What follows belongs to an exercise in optimizing a design on an open flow for small area, a short achievable clock period and few clock cycles per item; a production flow would make more cautious choices.
At most, simulation tests tie the RTL to the original design; equivalence was not proved.
Power figures rest on the tool's default switching activity, not on a simulated workload.

// audio_resample_packetizer_unit
module audio_resample_packetizer_unit (
  input  wire logic                       clk_i,
  input  wire logic                       rst_ni,
  input  wire logic                       in_valid_i,
  output logic                            in_ready_o,
  input  wire logic [31:0]                in_first_channel_i,
  input  wire logic [31:0]                in_second_channel_i,
  input  wire logic                       in_buffer_start_i,
  input  wire logic                       in_silent_i,
  input  wire logic [63:0]                in_time_ns_i,
  output logic                            out_valid_o,
  input  wire logic                       out_ready_i,
  output logic [15:0]                     out_left_sample_o,
  output logic [15:0]                     out_right_sample_o,
  output logic [15:0]                     out_packet_sequence_o,
  output logic                            out_first_of_packet_o,
  output logic                            out_last_of_packet_o,
  output logic [63:0]                     out_packet_time_ns_o,
  output logic                            out_last_of_run_o,
  input  wire logic                       cfg_we_i,
  input  wire logic [arp_pkg::CIDX_W-1:0] cfg_index_i,
  input  wire logic [arp_pkg::CFG_W-1:0]  cfg_wdata_i
);
  localparam int unsigned PW = arp_pkg::PHASE_W;
  localparam int unsigned RW = arp_pkg::RATE_W;
  localparam logic [PW-1:0] NEG_OUT = 20'hF4480;
  logic [RW-1:0] rate_q;
  logic [1:0]    fmt_q;
  logic          stereo_q;
  logic [RW-1:0] wrate;
  assign wrate = (cfg_wdata_i[RW-1:0] < RW'(arp_pkg::MIN_RATE))
               ? RW'(arp_pkg::MIN_RATE) : cfg_wdata_i[RW-1:0];
  always_ff @(posedge clk_i or negedge rst_ni) begin
    if (!rst_ni) begin
      rate_q   <= RW'(arp_pkg::OUTPUT_RATE);
      fmt_q    <= arp_pkg::FMT_FLOAT;
      stereo_q <= 1'b1;
    end else if (cfg_we_i) begin
      unique case (cfg_index_i)
        arp_pkg::REG_SOURCE_RATE:   rate_q   <= wrate;
        arp_pkg::REG_SAMPLE_FORMAT: fmt_q    <= cfg_wdata_i[1:0];
        arp_pkg::REG_STEREO_SOURCE: stereo_q <= cfg_wdata_i[0];
        default: ;
      endcase
    end
  end
  logic [15:0] pv1, pv2, i_v1, i_v2;
  logic [3:0]  pu1, pu2, i_u1, i_u2;
  logic        pst1, pst2, psg1, psg2, pbg1, pbg2, ptn1, ptn2;
  ...
Settings: LEC_CHECK=0, CAP_MARGIN=20, CORE_MARGIN=2, CORE_UTILIZATION=55, CTS_BUF_LIST=sky130_fd_sc_hd__clkbuf_8, CTS_CLUSTER_SIZE=20, PLACE_DENSITY=0.7, SETUP_SLACK_MARGIN=4.3, SLEW_MARGIN=20; clock period 8.0 ns.
standard.sh (not shown) runs the stock make flow with config.mk's settings and CLKGATE_MAP_FILE= SYNTH_SCRIPT=/design/flow/synth_recipe.tcl, a recipe that flattens the netlist after the stock synthesis.
==> flow/flow/run.sh <==
#!/bin/bash
# Own layout flow: the standard flow, with every input and output port
# buffered by the smallest buffer (sky130_fd_sc_hd__buf_1) instead of the
# resizer's default choice. Everything else is the standard.sh.
set -euo pipefail
export BUFFER_PORTS_ARGS="-buffer_cell sky130_fd_sc_hd__buf_1"
bash standard.sh finish > flow_standard.log 2>&1 || { tail -50 flow_standard.log; exit 1; }
tail -5 flow_standard.log
Testbench counts at the start, summed over its fixed seeds: cycles 10,882, items 6,400.
==> next run, changes <==
CTS_CLUSTER_SIZE = unset   (was 20)
GPL_TIMING_DRIVEN = 0   (was unset)
Setup slack gets worse by 83 ps.
Synthesized area is unchanged.
Sequential share of layout area goes down by 1.0 points.
==> next run, changes <==
CORE_UTILIZATION = 65   (was 55)
GPL_TIMING_DRIVEN = unset   (was 0)
PLACE_DENSITY = 0.8   (was 0.7)
Outcome:
- The changed run finished clean
- worst setup slack gets worse by 44 ps
- cell area is lower by a few percent
- sequential power grows by a few percent
- power decreases by a few percent
- final cell count shrinks by a few percent
- first-iteration DRC count is higher by about a fifth
- critical path depth grows by 1
==> next run, changes <==
CORE_UTILIZATION = 55   (was 65)
PLACE_DENSITY = 0.7   (was 0.8)
Effect: Via count drops by a few percent; area after synthesis stays the same; design area drops slightly; total power drops by a few percent; global-route usage drops by 5.8 points.

job 9015:
audio_resample_packetizer_unit, a different RTL version from the one above (not shown whole).
Settings: LEC_CHECK=0, CAP_MARGIN=20, CORE_MARGIN=2, CORE_UTILIZATION=40, CTS_BUF_LIST=sky130_fd_sc_hd__clkbuf_8, PLACE_DENSITY=0.6, SETUP_SLACK_MARGIN=4.8, SLEW_MARGIN=20; clock period 8.0 ns.
run.sh (not shown) runs the stock make flow with config.mk's settings and CLKGATE_MAP_FILE= SYNTH_SCRIPT=/design/flow/synth_recipe.tcl, a recipe that flattens the netlist after the stock synthesis.
Stock flow here: none of the scripts above is used.
Job 9015 reached the end of the flow, and the finished layout is clean on the timing, design-rule and antenna checks.
Testbench counts of job 9015, summed over its fixed seeds: cycles 10,882, items 6,400.
Setup changes, job 9015 to job 4923
# job 9015
export LEC_CHECK = 0
export CAP_MARGIN = 20
export CORE_MARGIN = 2
export CORE_UTILIZATION = 40
export CTS_BUF_LIST = sky130_fd_sc_hd__clkbuf_8
export PLACE_DENSITY = 0.6
export SETUP_SLACK_MARGIN = 4.8
export SLEW_MARGIN = 20
create_clock -name core_clock -period 8.0 [get_ports {clk_i}]
# job 4923
export LEC_CHECK = 0
export CAP_MARGIN = 20
export CORE_MARGIN = 2
export CORE_UTILIZATION = 40
export PLACE_DENSITY = 0.6
export SETUP_SLACK_MARGIN = 4.8
export SLEW_MARGIN = 20
create_clock -name core_clock -period 8.0 [get_ports {clk_i}]
==> flow/flow/run.sh (new file) <==
#!/bin/bash
# Own layout flow: the standard flow, with every input and output port
# buffered by the smallest buffer (sky130_fd_sc_hd__buf_1) instead of the
# resizer's default choice. Everything else is the standard.sh.
set -euo pipefail
export BUFFER_PORTS_ARGS="-buffer_cell sky130_fd_sc_hd__buf_1"
bash standard.sh finish > flow_standard.log 2>&1 || { tail -50 flow_standard.log; exit 1; }
tail -5 flow_standard.log
==> flow/standard.sh (new file) <==
#!/bin/bash
# synth_recipe.tcl (not shown) runs the flow's synth.tcl, then flattens the netlist and writes it again
# the make line also repeats each setting of config.mk as NAME=value (left out here)
make -C /OpenROAD-flow-scripts/flow DESIGN_CONFIG=/design/flow/config.mk WORK_HOME=/design/flow/orfs CLKGATE_MAP_FILE= SYNTH_SCRIPT=/design/flow/synth_recipe.tcl "${@:-finish}"
removed: flow/run.sh
Results
Summary: with job 9015 as the reference, combinational power in job 4923 moved down by a few percent.
Die area came out exactly the same in job 9015 and job 4923.
Against job 9015, job 4923 comes in 1.2 mm lower on HPWL after detailed placement.
Changes observed in job 4923 relative to job 9015: global-route usage dropped 1.8 points; met3 layer usage reported by global route -1.8 points; final worst clock skew decreased by 0.013 ns relative to the old numbers.
> inputs changed (job 4923 -> job 4964)
==> flow/run.sh (new file) <==
#!/bin/bash
# synth_recipe.tcl (not shown) runs the flow's synth.tcl, then flattens the netlist and writes it again
# the make line also repeats each setting of config.mk as NAME=value (left out here)
make -C /OpenROAD-flow-scripts/flow DESIGN_CONFIG=/design/flow/config.mk WORK_HOME=/design/flow/orfs CLKGATE_MAP_FILE= SYNTH_SCRIPT=/design/flow/synth_recipe.tcl finish
removed: flow/flow/run.sh
removed: flow/standard.sh
==> comparison <==
Between job 4964 and job 4923, the reported sequential group power figures differ only marginally.
Diff job 4923 -> job 4964: count of antenna-violating nets left after detailed routing neither gained nor lost much, global-route usage picked up an extra 1.5 points, largest voltage drop on the vdd net lost 0.037 mV.
When job 4964 is measured against job 4923, its least setup slack across all paths after layout turns out 0.031 ns higher.
Job 4964 finished every stage and its layout cleared the timing, design-rule and antenna checks.
| insertion delay to the later sink of the worst-skew pair | job 4923 vs job 4964 | ≈ equal |
[job 4964] smallest hold slack fell 0.0069 ns relative to job 4923
Job 4964 ends up with a met3 routed wirelength that is 690 µm higher than in job 4923.
Looking only at synthesis-to-layout area growth, and setting everything else aside, the higher value of job 4923 and job 4964 goes to job 4964.
Going from job 4923 to job 4964, final cell area excluding filler cells saw an increase, total of clock buffers placed in the layout saw an increase.

job 8447:
audio_resample_packetizer_unit, a different RTL version from the one above (not shown whole).
Size in the first run: roughly 2000 cells after synthesis, roughly 310 flip-flops.
clock: 8.0 ns
lec_check: 0
cap_margin: 20
core_margin: 2
core_utilization: 40
place_density: 0.6
setup_slack_margin: 4.5
slew_margin: 20
Stock flow here: none of the scripts above is used.
Job 8447 ran to completion and came out clean on the timing, design-rule and antenna checks.
Edits applied to the flow inputs when going from job 8447 to job 5400:
- changing SETUP_SLACK_MARGIN from 4.5 to 3
==> results.txt <==
met2 wire length in job 5400 is 8.3% lower than in job 8447. Row global-route usage: job 5400 lower / job 8447 higher. Job 8447 → job 5400: worst slack at placement saw a decrease; setup slack saw a decrease; first-pass GRT wire length saw a decrease. Maximum frequency: job 5400 < job 8447. out_ready_i as the origin of the worst setup path was reported by job 5400, and in_first_channel_i[11] by job 8447. Compared with job 8447, in job 5400 worst hold slack lost 5.8 ps; logic depth of the worst setup path including buffers lost 9.
Input changes introduced in job 4682 (baseline for comparison: job 5400):
- SETUP_SLACK_MARGIN: 3 -> unset
==> comparison <==
- Any difference in final cell count between job 5400 and job 4682 is small enough to ignore.
- Diff job 5400 -> job 4682 | via count of the routed design | decrease of 0.58%
- From job 5400 to job 4682 the numbers moved as follows: largest voltage drop on the vdd net went down 1.8%, count of placed standard cells including taps held, first-pass GRT wire length went up about 1%.
No run of this note included a check of the RTL's function; only the layout flow was run.

Another version of the RTL of audio_resample_packetizer_unit (not shown whole).
Size: ~240 flip-flops, about 270 I/O pins, roughly 0.018 mm2 of cells after synthesis.
## audio_resample_packetizer_unit
module audio_resample_packetizer_unit (
  input  wire logic                       clk_i,
  input  wire logic                       rst_ni,
  input  wire logic                       in_valid_i,
  output logic                            in_ready_o,
  input  wire logic [31:0]                in_first_channel_i,
  input  wire logic [31:0]                in_second_channel_i,
  input  wire logic                       in_buffer_start_i,
  input  wire logic                       in_silent_i,
  input  wire logic [63:0]                in_time_ns_i,
  output logic                            out_valid_o,
  input  wire logic                       out_ready_i,
  output logic [15:0]                     out_left_sample_o,
  output logic [15:0]                     out_right_sample_o,
  output logic [15:0]                     out_packet_sequence_o,
  output logic                            out_first_of_packet_o,
  output logic                            out_last_of_packet_o,
  output logic [63:0]                     out_packet_time_ns_o,
  output logic                            out_last_of_run_o,
  input  wire logic                       cfg_we_i,
  input  wire logic [arp_pkg::CIDX_W-1:0] cfg_index_i,
  input  wire logic [arp_pkg::CFG_W-1:0]  cfg_wdata_i
);
  localparam int unsigned PW = arp_pkg::PHASE_W;
  localparam int unsigned RW = arp_pkg::RATE_W;
  localparam logic [PW-1:0] NEG_OUT = 21'h1F4480;
  logic [RW-1:0] rate_q;
  logic [1:0]    fmt_q;
  logic          stereo_q;
  logic [RW-1:0] wrate;
  assign wrate = (cfg_wdata_i[RW-1:0] < RW'(arp_pkg::MIN_RATE))
               ? RW'(arp_pkg::MIN_RATE) : cfg_wdata_i[RW-1:0];
  always_ff @(posedge clk_i or negedge rst_ni) begin
    if (!rst_ni) begin
      rate_q   <= RW'(arp_pkg::OUTPUT_RATE);
      fmt_q    <= arp_pkg::FMT_FLOAT;
      stereo_q <= 1'b1;
    end else if (cfg_we_i) begin
      unique case (cfg_index_i)
        arp_pkg::REG_SOURCE_RATE:   rate_q   <= wrate;
        arp_pkg::REG_SAMPLE_FORMAT: fmt_q    <= cfg_wdata_i[1:0];
  ...
clock: 8.0 ns
lec_check: 0
cap_margin: 20
core_margin: 2
core_utilization: 40
cts_buf_list: sky130_fd_sc_hd__clkbuf_8
place_density: 0.6
setup_slack_margin: 4.8
slew_margin: 20
standard.sh (not shown) runs the stock make flow with config.mk's settings and CLKGATE_MAP_FILE= SYNTH_SCRIPT=/design/flow/synth_recipe.tcl, a recipe that flattens the netlist after the stock synthesis.
==> flow/flow/run.sh <==
#!/bin/bash
# Own layout flow: the standard flow, with every input and output port
# buffered by the smallest buffer (sky130_fd_sc_hd__buf_1) instead of the
# resizer's default choice. Everything else is the standard.sh.
set -euo pipefail
export BUFFER_PORTS_ARGS="-buffer_cell sky130_fd_sc_hd__buf_1"
bash standard.sh finish > flow_standard.log 2>&1 || { tail -50 flow_standard.log; exit 1; }
tail -5 flow_standard.log
Testbench counts at the start, summed over its fixed seeds: cycles 10,882, items 6,400.
Rerun with:
Settings changed: SETUP_SLACK_MARGIN 4.8 to 4.3.
Result: Synthesized cell count does not change; design area falls by 12%; synthesized area is unchanged.
Rerun with:
Settings changed: CORE_UTILIZATION 40 to 55, PLACE_DENSITY 0.6 to 0.7.
What happened:
- first-iteration DRC count goes down by 6.2%
- synthesized cell count does not change
- clock skew goes up by 0.012 ns
- register-to-register slack gets worse by 0.06 ns
- hold slack is about the same
- final cell count goes down by about 8%

audio_resample_packetizer_unit, a different RTL version from the one above (not shown whole).
Size: ~1,800 cells after synthesis, roughly 240 flip-flops, ~270 I/O pins, ~17,000 µm² of cells after synthesis.
// audio_resample_packetizer_unit
module audio_resample_packetizer_unit (
  input  wire logic                       clk_i,
  input  wire logic                       rst_ni,
  input  wire logic                       in_valid_i,
  output logic                            in_ready_o,
  input  wire logic [31:0]                in_first_channel_i,
  input  wire logic [31:0]                in_second_channel_i,
  input  wire logic                       in_buffer_start_i,
  input  wire logic                       in_silent_i,
  input  wire logic [63:0]                in_time_ns_i,
  output logic                            out_valid_o,
  input  wire logic                       out_ready_i,
  output logic [15:0]                     out_left_sample_o,
  output logic [15:0]                     out_right_sample_o,
  output logic [15:0]                     out_packet_sequence_o,
  output logic                            out_first_of_packet_o,
  output logic                            out_last_of_packet_o,
  output logic [63:0]                     out_packet_time_ns_o,
  output logic                            out_last_of_run_o,
  input  wire logic                       cfg_we_i,
  ...
export LEC_CHECK = 0
export CAP_MARGIN = 20
export CORE_MARGIN = 2
export CORE_UTILIZATION = 55
export CTS_BUF_LIST = sky130_fd_sc_hd__clkbuf_8
export PLACE_DENSITY = 0.7
export SETUP_SLACK_MARGIN = 4.45
export SLEW_MARGIN = 20
create_clock -name core_clock -period 8.0 [get_ports {clk_i}]
Scripts as last shown in full above: flow/flow/run.sh
The starting point completed with no timing, DRC or antenna violations.
Then changed:
SETUP_SLACK_MARGIN = 4.3   (was 4.45)
=> The changed run completed without violations; final area went down by 4.5%; non-clock buffer count went down by 53; setup slack gets better by 0.047 ns; via count went down by 3.5%; register-to-register slack gets better by 0.06 ns; global-route usage went down by 1.1 points; wire length went down by 5.9%; combinational power went down by 8.5%.
Function was not checked in any run of this note: the RTL went through the layout flow alone.

-- re-timing with driven ports --
In the flow no input, the clock included, has a driving cell. The finished layouts below were timed again as built, in two steps.
Step 1 assumes that a clkbuf_16 drives the clock port and a buf_2 every other input.
Step 2 also shifts input and output timing later by t, the mid clock arrival at the registers, as if the neighbouring blocks saw the same clock.
Three values: ideal, step 1, step 2; two values: the first two.
| run | t, ns | setup WS [ns] | worst setup path at the end | worst slew at a driven data input, ns | cell pins on the clock port's net |
|---|---|---|---|---|---|
| the first run of note 1 | 0.644 | 4.236 / 4.238 / 3.594 | input to register | 0.11 | 1 |
| the second run of note 1 | 0.611 | 4.153 / 4.142 / 3.532 | input to register | 0.11 | 1 |
| the third run of note 1 | 0.609 | 4.110 / 4.098 / 3.490 | input to register | 0.11 | 1 |
| the fourth run of note 1 | 0.634 | 4.260 / 4.264 / 3.630 | input to register | 0.09 | 1 |
| job 9015 | 0.657 | 4.288 / 4.224 / 3.733 | input to register | 0.13 | 1 |
| job 4923 | 0.623 | 4.263 / 4.196 / 3.760 | input to register | 0.14 | 1 |
| job 4964 | 0.631 | 4.295 / 4.224 / 3.703 | input to register | 0.14 | 1 |
| job 8447 | 0.603 | 3.839 / 3.855 / 3.252 | input to register | 0.10 | 1 |
| job 5400 | 0.605 | 3.113 / 3.056 / 2.621 | input to register | 0.10 | 1 |
| job 4682 | 0.607 | 2.681 / 2.630 / 2.280 | input to register | 0.12 | 1 |
| the first run of note 4 | 0.645 | 4.314 / 4.255 / 3.864 | input to register | 0.10 | 1 |
| the second run of note 4 | 0.645 | 4.299 / 4.230 / 3.753 | input to register | 0.10 | 1 |
| the third run of note 4 | 0.617 | 4.315 / 4.248 / 3.821 | input to register | 0.11 | 1 |
| the first run of note 5 | 0.631 | 4.271 / 4.271 / 3.904 | input to register | 0.09 | 1 |
| the second run of note 5 | 0.618 | 4.318 / 4.285 / 3.789 | input to register | 0.10 | 1 |
After both steps every run listed still meets setup and hold. The setup slack of the first run of note 1, which loses most, moves by +0.002 ns with the drivers and by -0.642 ns with both steps.
